Context: an optimization exercise on an open-source flow, tuned for small area, a short achievable clock period and few clock cycles per item. The choices shown serve that exercise and are no tape-out recipe.
Only simulation tests tie the RTL to the original design; equivalence was not proved.
Power is estimated from default activity; no workload was simulated.

<file path="flow/run.sh">
#!/bin/bash
# synth_recipe.tcl (not shown) runs the flow's synth.tcl, then flattens the netlist and writes it again
# the make line also repeats each setting of config.mk as NAME=value (left out here)
make -C /OpenROAD-flow-scripts/flow DESIGN_CONFIG=/design/flow/config.mk WORK_HOME=/design/flow/orfs CLKGATE_MAP_FILE= SYNTH_SCRIPT=/design/flow/synth_recipe.tcl finish
</file>
<file path="flow/constraint.sdc">
create_clock -name core_clock -period 5.5 [get_ports {clk}]
set_input_delay 1.1000 -clock core_clock [delete_from_list [all_inputs] [get_ports {clk}]]
set_output_delay 1.1000 -clock core_clock [all_outputs]
set_load 0.01 [all_outputs]
</file>
<file path="flow/config.mk">
export PLATFORM = sky130hd
export DESIGN_NAME = mdu_iterative
export DESIGN_NICKNAME = mdu_iterative
export VERILOG_FILES = /design/flow/design.v
export SDC_FILE = /design/flow/constraint.sdc
export NUM_CORES = 4
export LEC_CHECK = 0
export CAP_MARGIN = 20
export CORE_MARGIN = 2
export CORE_UTILIZATION = 40
export SLEW_MARGIN = 20
</file>
<file path="flow/design.v">
package mdu_pkg;
    localparam int MDU_XLEN = 64;
    localparam logic [2:0] OP_MUL    = 3'b000;
    localparam logic [2:0] OP_MULH   = 3'b001;
    localparam logic [2:0] OP_MULHSU = 3'b010;
    localparam logic [2:0] OP_MULHU  = 3'b011;
    localparam logic [2:0] OP_DIV    = 3'b100;
    localparam logic [2:0] OP_DIVU   = 3'b101;
    localparam logic [2:0] OP_REM    = 3'b110;
    localparam logic [2:0] OP_REMU   = 3'b111;
    localparam logic [MDU_XLEN-1:0] MIN_INT = {1'b1, {(MDU_XLEN-1){1'b0}}};
    typedef enum logic [1:0] {IDLE, CALC, FIX, DONE} state_t;
endpackage
module mdu_neg #(
    parameter int W = 64
) (
    input  logic         neg,
    input  logic [W-1:0] din,
    output logic [W-1:0] dout
);
    assign dout = neg ? (~din + W'(1)) : din;
endmodule
module mdu_iterative #(
    parameter int XLEN       = mdu_pkg::MDU_XLEN,
    parameter int REG_ADDR_W = 5
) (
    input  logic                  clk,
    input  logic                  reset,
    input  logic                  start,
    input  logic [2:0]            op,
    input  logic [XLEN-1:0]       rs1_val,
    input  logic [XLEN-1:0]       rs2_val,
    input  logic [REG_ADDR_W-1:0] rd_addr,
    input  logic                  kill,
    output logic                  busy,
    output logic                  done,
    output logic [XLEN-1:0]       result,
    output logic [REG_ADDR_W-1:0] wr_addr,
    output logic                  wr_en
);
    localparam int CNT_W = $clog2(XLEN) + 1;
    function automatic op_is_div(input logic [2:0] op);
        op_is_div = op[2];
    endfunction
    function automatic op_a_signed(input logic [2:0] op);
        op_a_signed = (op == mdu_pkg::OP_MULH) || (op == mdu_pkg::OP_MULHSU) || (op == mdu_pkg::OP_DIV) || (op == mdu_pkg::OP_REM);
    endfunction
    function automatic op_b_signed(input logic [2:0] op);
        op_b_signed = (op == mdu_pkg::OP_MULH) || (op == mdu_pkg::OP_DIV) || (op == mdu_pkg::OP_REM);
    endfunction
    mdu_pkg::state_t                state, state_nxt;
    logic [CNT_W-1:0]      cnt;
    logic                  fix_p1;
    logic [2:0]            op_q;
    logic [REG_ADDR_W-1:0] rd_q;
    logic [XLEN-1:0]       res_q, res_sel;
    logic [XLEN-1:0]       a_mag, b_mag, quo, rem;
    logic [2*XLEN-1:0]     prod;
    logic                  neg_prod, neg_quo, neg_rem;
    logic signed [XLEN-1:0] rs1_s, rs2_s;
    logic                   a_neg, b_neg, accept, div0, ovf, special;
    logic [XLEN-1:0]        rs1_abs, rs2_abs, quo_fix, rem_fix, addend;
    logic [2*XLEN-1:0]      prod_fix;
    logic [XLEN:0]          mul_sum, div_sh, div_diff;
    assign rs1_s   = $signed(rs1_val);
    assign rs2_s   = $signed(rs2_val);
    assign a_neg   = op_a_signed(op) && (rs1_s < 0);
    assign b_neg   = op_b_signed(op) && (rs2_s < 0);
    assign accept  = (state == mdu_pkg::IDLE) && start && !kill;
    assign div0    = op_is_div(op) && (rs2_val == '0);
    assign ovf     = ((op == mdu_pkg::OP_DIV) || (op == mdu_pkg::OP_REM)) &&
                     (rs1_val == mdu_pkg::MIN_INT) && (rs2_val == '1);
    assign special = div0 || ovf;
    mdu_neg #(.W(XLEN))   u_abs_a    (.neg(a_neg),    .din(rs1_val), .dout(rs1_abs));
    mdu_neg #(.W(XLEN))   u_abs_b    (.neg(b_neg),    .din(rs2_val), .dout(rs2_abs));
    mdu_neg #(.W(2*XLEN)) u_fix_prod (.neg(neg_prod), .din(prod),        .dout(prod_fix));
    mdu_neg #(.W(XLEN))   u_fix_quo  (.neg(neg_quo),  .din(quo),         .dout(quo_fix));
    mdu_neg #(.W(XLEN))   u_fix_rem  (.neg(neg_rem),  .din(rem),         .dout(rem_fix));
    assign addend   = prod[0] ? a_mag : '0;
    assign mul_sum  = {1'b0, prod[2*XLEN-1:XLEN]} + {1'b0, addend};
    assign div_sh   = {rem, quo[XLEN-1]};
    assign div_diff = div_sh - {1'b0, b_mag};
    always_comb begin
        case (op_q)
            mdu_pkg::OP_MUL:                        res_sel = prod[XLEN-1:0];
            mdu_pkg::OP_MULH, mdu_pkg::OP_MULHSU, mdu_pkg::OP_MULHU:  res_sel = prod[2*XLEN-1:XLEN];
            mdu_pkg::OP_DIV, mdu_pkg::OP_DIVU:               res_sel = quo;
            mdu_pkg::OP_REM, mdu_pkg::OP_REMU:               res_sel = rem;
            default:                       res_sel = '0;
        endcase
    end
    always_ff @(posedge clk or posedge reset) begin
        if (reset) state <= mdu_pkg::IDLE;
        else       state <= state_nxt;
    end
    always_comb begin
        state_nxt = state;
        case (state)
            mdu_pkg::IDLE: if (accept) state_nxt = special ? mdu_pkg::FIX : mdu_pkg::CALC;
            mdu_pkg::CALC: begin
                if (kill)                      state_nxt = mdu_pkg::IDLE;
                else if (cnt == CNT_W'(1))     state_nxt = mdu_pkg::FIX;
            end
            mdu_pkg::FIX: begin
                if (kill)        state_nxt = mdu_pkg::IDLE;
                else if (fix_p1) state_nxt = mdu_pkg::DONE;
            end
            mdu_pkg::DONE:    state_nxt = mdu_pkg::IDLE;
            default: state_nxt = mdu_pkg::IDLE;
        endcase
    end
    always_ff @(posedge clk or posedge reset) begin
        if (reset) begin
            cnt    <= '0;
            fix_p1 <= 1'b0;
            rd_q   <= '0;
            res_q  <= '0;
        end else begin
            case (state)
                mdu_pkg::IDLE: if (accept) begin
                    rd_q   <= rd_addr;
                    cnt    <= special ? '0 : CNT_W'(XLEN);
                    fix_p1 <= 1'b0;
                end
                mdu_pkg::CALC: cnt <= cnt - CNT_W'(1);
                mdu_pkg::FIX: begin
                    fix_p1 <= ~fix_p1;
                    if (fix_p1 && !kill) res_q <= res_sel;
                end
                default: ;
            endcase
        end
    end
    always_ff @(posedge clk) begin
        case (state)
            mdu_pkg::IDLE: if (accept) begin
                op_q     <= op;
                a_mag    <= rs1_abs;
                b_mag    <= rs2_abs;
                prod     <= {{XLEN{1'b0}}, rs2_abs};
                quo      <= rs1_abs;
                rem      <= '0;
                neg_prod <= a_neg ^ b_neg;
                neg_quo  <= a_neg ^ b_neg;
                neg_rem  <= a_neg;
                if (div0) begin
                    quo     <= '1;
                    rem     <= rs1_val;
                    neg_quo <= 1'b0;
                    neg_rem <= 1'b0;
                end else if (ovf) begin
                    quo     <= mdu_pkg::MIN_INT;
                    rem     <= '0;
                    neg_quo <= 1'b0;
                    neg_rem <= 1'b0;
                end
            end
            mdu_pkg::CALC: begin
                if (op_is_div(op_q)) begin
                    quo <= {quo[XLEN-2:0], ~div_diff[XLEN]};
                    rem <= div_diff[XLEN] ? div_sh[XLEN-1:0] : div_diff[XLEN-1:0];
                end else begin
                    prod <= {mul_sum, prod[XLEN-1:1]};
                end
            end
            mdu_pkg::FIX: if (!fix_p1) begin
                prod <= prod_fix;
                quo  <= quo_fix;
                rem  <= rem_fix;
            end
            default: ;
        endcase
    end
    assign busy    = (state == mdu_pkg::CALC) || (state == mdu_pkg::FIX);
    assign done    = (state == mdu_pkg::DONE) && !kill;
    assign wr_en   = done && (rd_q != '0);
    assign result  = res_q;
    assign wr_addr = rd_q;
endmodule
</file>
==> summary.md <==
| Metric | Value |
|---|---|
| Drt total wl | `146.0 mm` |
| Chip width | `307.0 um` |
| Die height | `307.0 um` |
| Startpoint types | `flop` |
| Total track usage | `0.3008` |
| Layout area overhead | `14.96%` |
| Cells after Synth | `4312` |
| Core area | `91250 um2` |
| Final hold vios | `0` |
| Largest stage delay on the critical path | `0.83 ns` |
| Port Buffers | `211` |
| Max Slew Vio Count | `0` |
| Ys async rst share | `0.1684` |
| Maximum VDD drop | `441.6 uV` |
| WP data required | `between 5 and 6 ns` |
| Hold Path Class | `flop to flop` |
| Setup TNS | `0 ns` |
| Post-synth EDFFs | `a little under 400` |
| DRC errors left | `0` |
| CTS Root Cell | `clkbuf_16` |
| Final Total Pwr | `27.51 mW` |
| Final setup fails | `0` |
| Mapped Nets | `4595` |
| Largest net degree at the start of global routing | `129` |
| Nets | `4714` |
| Count of boundary I/O pins | `212` |
| #FFs+latches synth | `469` |
| Post-Syn Area | `about 37000 um2` |
| CP delay by family, top | `compound AO/OA/AOI/OAI gates` |
| Maximum capacitance violations | `0` |
| Clock skew | `0.01822 ns` |
| DR pass1 iterations | `6` |
| CP max-delay cell | `edfxtp_1` |
| Largest area contributor in the netlist | `edfxtp_1` |
| Final ANT Viol Nets | `0` |
| Ys flop type | `edfxtp_1` |
| Remaining Overflow, GRT | `0` |
| Tightest Pin Transition | `roughly 1.1 ns` |
| Routed length per placed instance | `25.75 um` |
| Vias in the first global route | `roughly 32000` |
| Worst-path fanout max | `18` |
| Initial DRC count | `4779` |
| Most common cell after layout, fill and taps aside | `nor2_1` |
| Final min period | `5.009 ns` |
| Register area share after synthesis | `0.3728` |
| Status | `finished clean` |
| Slew HR | `0.2347` |
| Yosys top cell area share | `0.3190` |
| TritonCTS clock tree | `done` |
| Worst Setup End Kind | `flop` |
| Post-synth cell types | `85` |
| RSZ-0062 raised after global routing | `no` |
| Share of cells above drive strength 1 | `0.05539` |
| Most frequent cells in the layout | `nor2_1 (438), a21oi_1 (407), edfxtp_1 (390)` |
| PwrDens | `651.7 nW/um2` |
| Clock-pin slew on the worst setup and hold paths | `0.06 ns` |
| Yosys warnings | `1` |
| Global-route wire length before repair | `214.4 mm` |
| CTS resizes | `0` |
| Hold Buf Count CTS | `0` |
| Final hold slack | `0.4873 ns` |
| Rows | `roughly 110` |
| Cell breakdown of the critical path | `and2_1, ha_1, inv_1, fa_1, nand2b_1, a21oi_1, o41a_1, a221o_1, a31oi_1, a21bo_2, a21oi_1, a41oi_1, o21ai_0, or4_1, a31oi_1` |
| Worst-Skew Late Latency | `0.64 ns` |
| CTS buffer count | `57` |
| F_max | `0.1996 GHz` |
| Vias | `about 35000` |
| Initial Utilization | `0.4024` |
| Die area | `94230 um2` |
| Setup bufs post-CTS | `0` |
| GP Congestion | `a little under 1` |
| Max clock buf depth | `3` |
| P_leak | `15.42 nW` |
| Crit path buf inv count | `1` |
| Area contributors post-synth | `edfxtp_1 (32%), xnor2_1 (5.9%), a21oi_1 (5.6%)` |
| TritonCTS Sinks | `around 470` |
| Crit path DAT | `5.35 ns` |
| DP HPWL | `113.3 mm` |
| Setup CP Type | `flop to flop` |
| Crit share post-route | `0.9108` |
| Initial antenna violation count | `13` |
| Syn avg cell area | `8.515 um2` |
| H-tree Lvls | `2` |
| Vias per cell | `6.184` |
cells in the mapped netlist, drive strengths merged (49+ instances only):
cell,count
a21o,62
a21oi,409
a221oi,91
a22oi,66
a31oi,70
and2,81
clkbuf,232
dfrtp,79
edfxtp,390
ha,141
inv,141
nand2,362
nand3,55
nand4,63
nor2,442
nor2b,77
nor3,139
nor4,71
o21ai,394
or4,49
xnor2,249
xor2,197
sequential cells by signal (all words and copies together) (netlist names), 2 cells and up:
register and cells:
rd_q 5, state 2, rem 64, cnt 7
prod 128, b_mag 64, a_mag 64, op_q 3
res_q 64, quo 64
power by group:
part	internal [mW]	total, mW	switching, mW	leakage [nW]
clock	2.18	3.82	1.64	0.905
combinational	5.75	15.2	9.47	9.71
sequential	6.32	8.46	2.15	4.80
metrics by stage:
step / setup WS, ns / utilization / instances / area [um2]
5_1_grt: 0.1026 / 0.4624 / 5663 / 42190
3_5_place_dp: 0.3450 / 0.4422 / 5558 / 40340
4_1_cts: 0.5600 / 0.4624 / 5663 / 42190
6_report: 0.4906 / 0.4626 / 5669 / 42210
2_1_floorplan: 0.1864 / - / 4312 / 36730
3_3_place_gp: 0.4656 / 0.4422 / 5558 / 40340
final timing paths:
path | start | end | slack [ns] | depth (start not counted)
min in group asynchronous | reset | res_q[44]$_DFFE_PP0P_ | 0.87 | 2
max in group asynchronous | reset | res_q[13]$_DFFE_PP0P_ | 3.63 | 3
hold / removal | res_q[31]$_DFFE_PP0P_ | res_q[31]$_DFFE_PP0P_ | 0.49 | 2
setup / recovery | prod[0]$_DFFE_PP_ | prod[125]$_DFFE_PP_ | 0.49 | 15
hold reg to reg | res_q[31]$_DFFE_PP0P_ | res_q[31]$_DFFE_PP0P_ | 0.49 | 2
setup reg to reg | prod[0]$_DFFE_PP_ | prod[125]$_DFFE_PP_ | 0.49 | 15
per-layer routing:
metal,part of all wire,vias up,GRT usage
met5,0.000089,-,0
met4,0.041,2,0.1133
met3,0.098,230,0.04990
met2,0.43,1842,0.4504
met1,0.43,16858,0.4337
li1,-,16125,-
logic make-up (layout without fill, tap and decap cells):
group,after synthesis,after routing,share of synthesized area
flip-flops,469,469,0.3728
other,0,6,0
AND/OR/NAND/NOR,1507,1507,0.2021
adder cells (fa/ha/maj),143,143,0.04914
AO/OA/AOI/OAI,1309,1309,0.2163
buffers and inverters,390,555,0.04011
multiplexers,48,48,0.01315
XOR/XNOR,446,446,0.1064
tightest hold or removal path, cell delays in order, from the launching register on:
cell	delay, ns
dfrtp_1	0.34
nand2_1	0.05
o21ai_0	0.06
final cells by class:
| type | instances | area, um2 |
|---|---|---|
| Clock buffer | 78 | 1649 |
| Tap cell | 1186 | 1484 |
| Multi-Input combinational cell | 3453 | 21690 |
| Clock inverter | 27 | 198.9 |
| Inverter | 141 | 538.0 |
| Antenna cell | 6 | 15.01 |
| Fill cell | 8825 | 49040 |
| Sequential cell | 469 | 13690 |
| Timing Repair Buffer | 309 | 2948 |
Testbench counts, summed over its fixed seeds: cycles 162,624, items 2,400.

==> port drivers added, routing unchanged <==
Ports are ideal in the flow. The routed layout listed here was re-timed in OpenROAD.
Step 1, drivers: a clkbuf_16 drives clk and a buf_2 each remaining input, both assumed.
Step 2 times the ports against the registers' clock, not the clock port: input delays grow and output delays shrink by t, the midpoint of the rising clock arrivals with the driver on.
Three values: ideal, step 1, step 2; two values: the first two.
shift t [ns]: 0.697
slack for setup (ns): 0.491 / 0.491 / 0.191
hold slack, ns: 0.487 / 0.487 / 0.487
cell pins on the clock port's net: 1
After both steps this run still meets setup and hold. For this run, drivers alone change the setup slack by 0.000 ns; drivers and shift together by -0.300 ns.
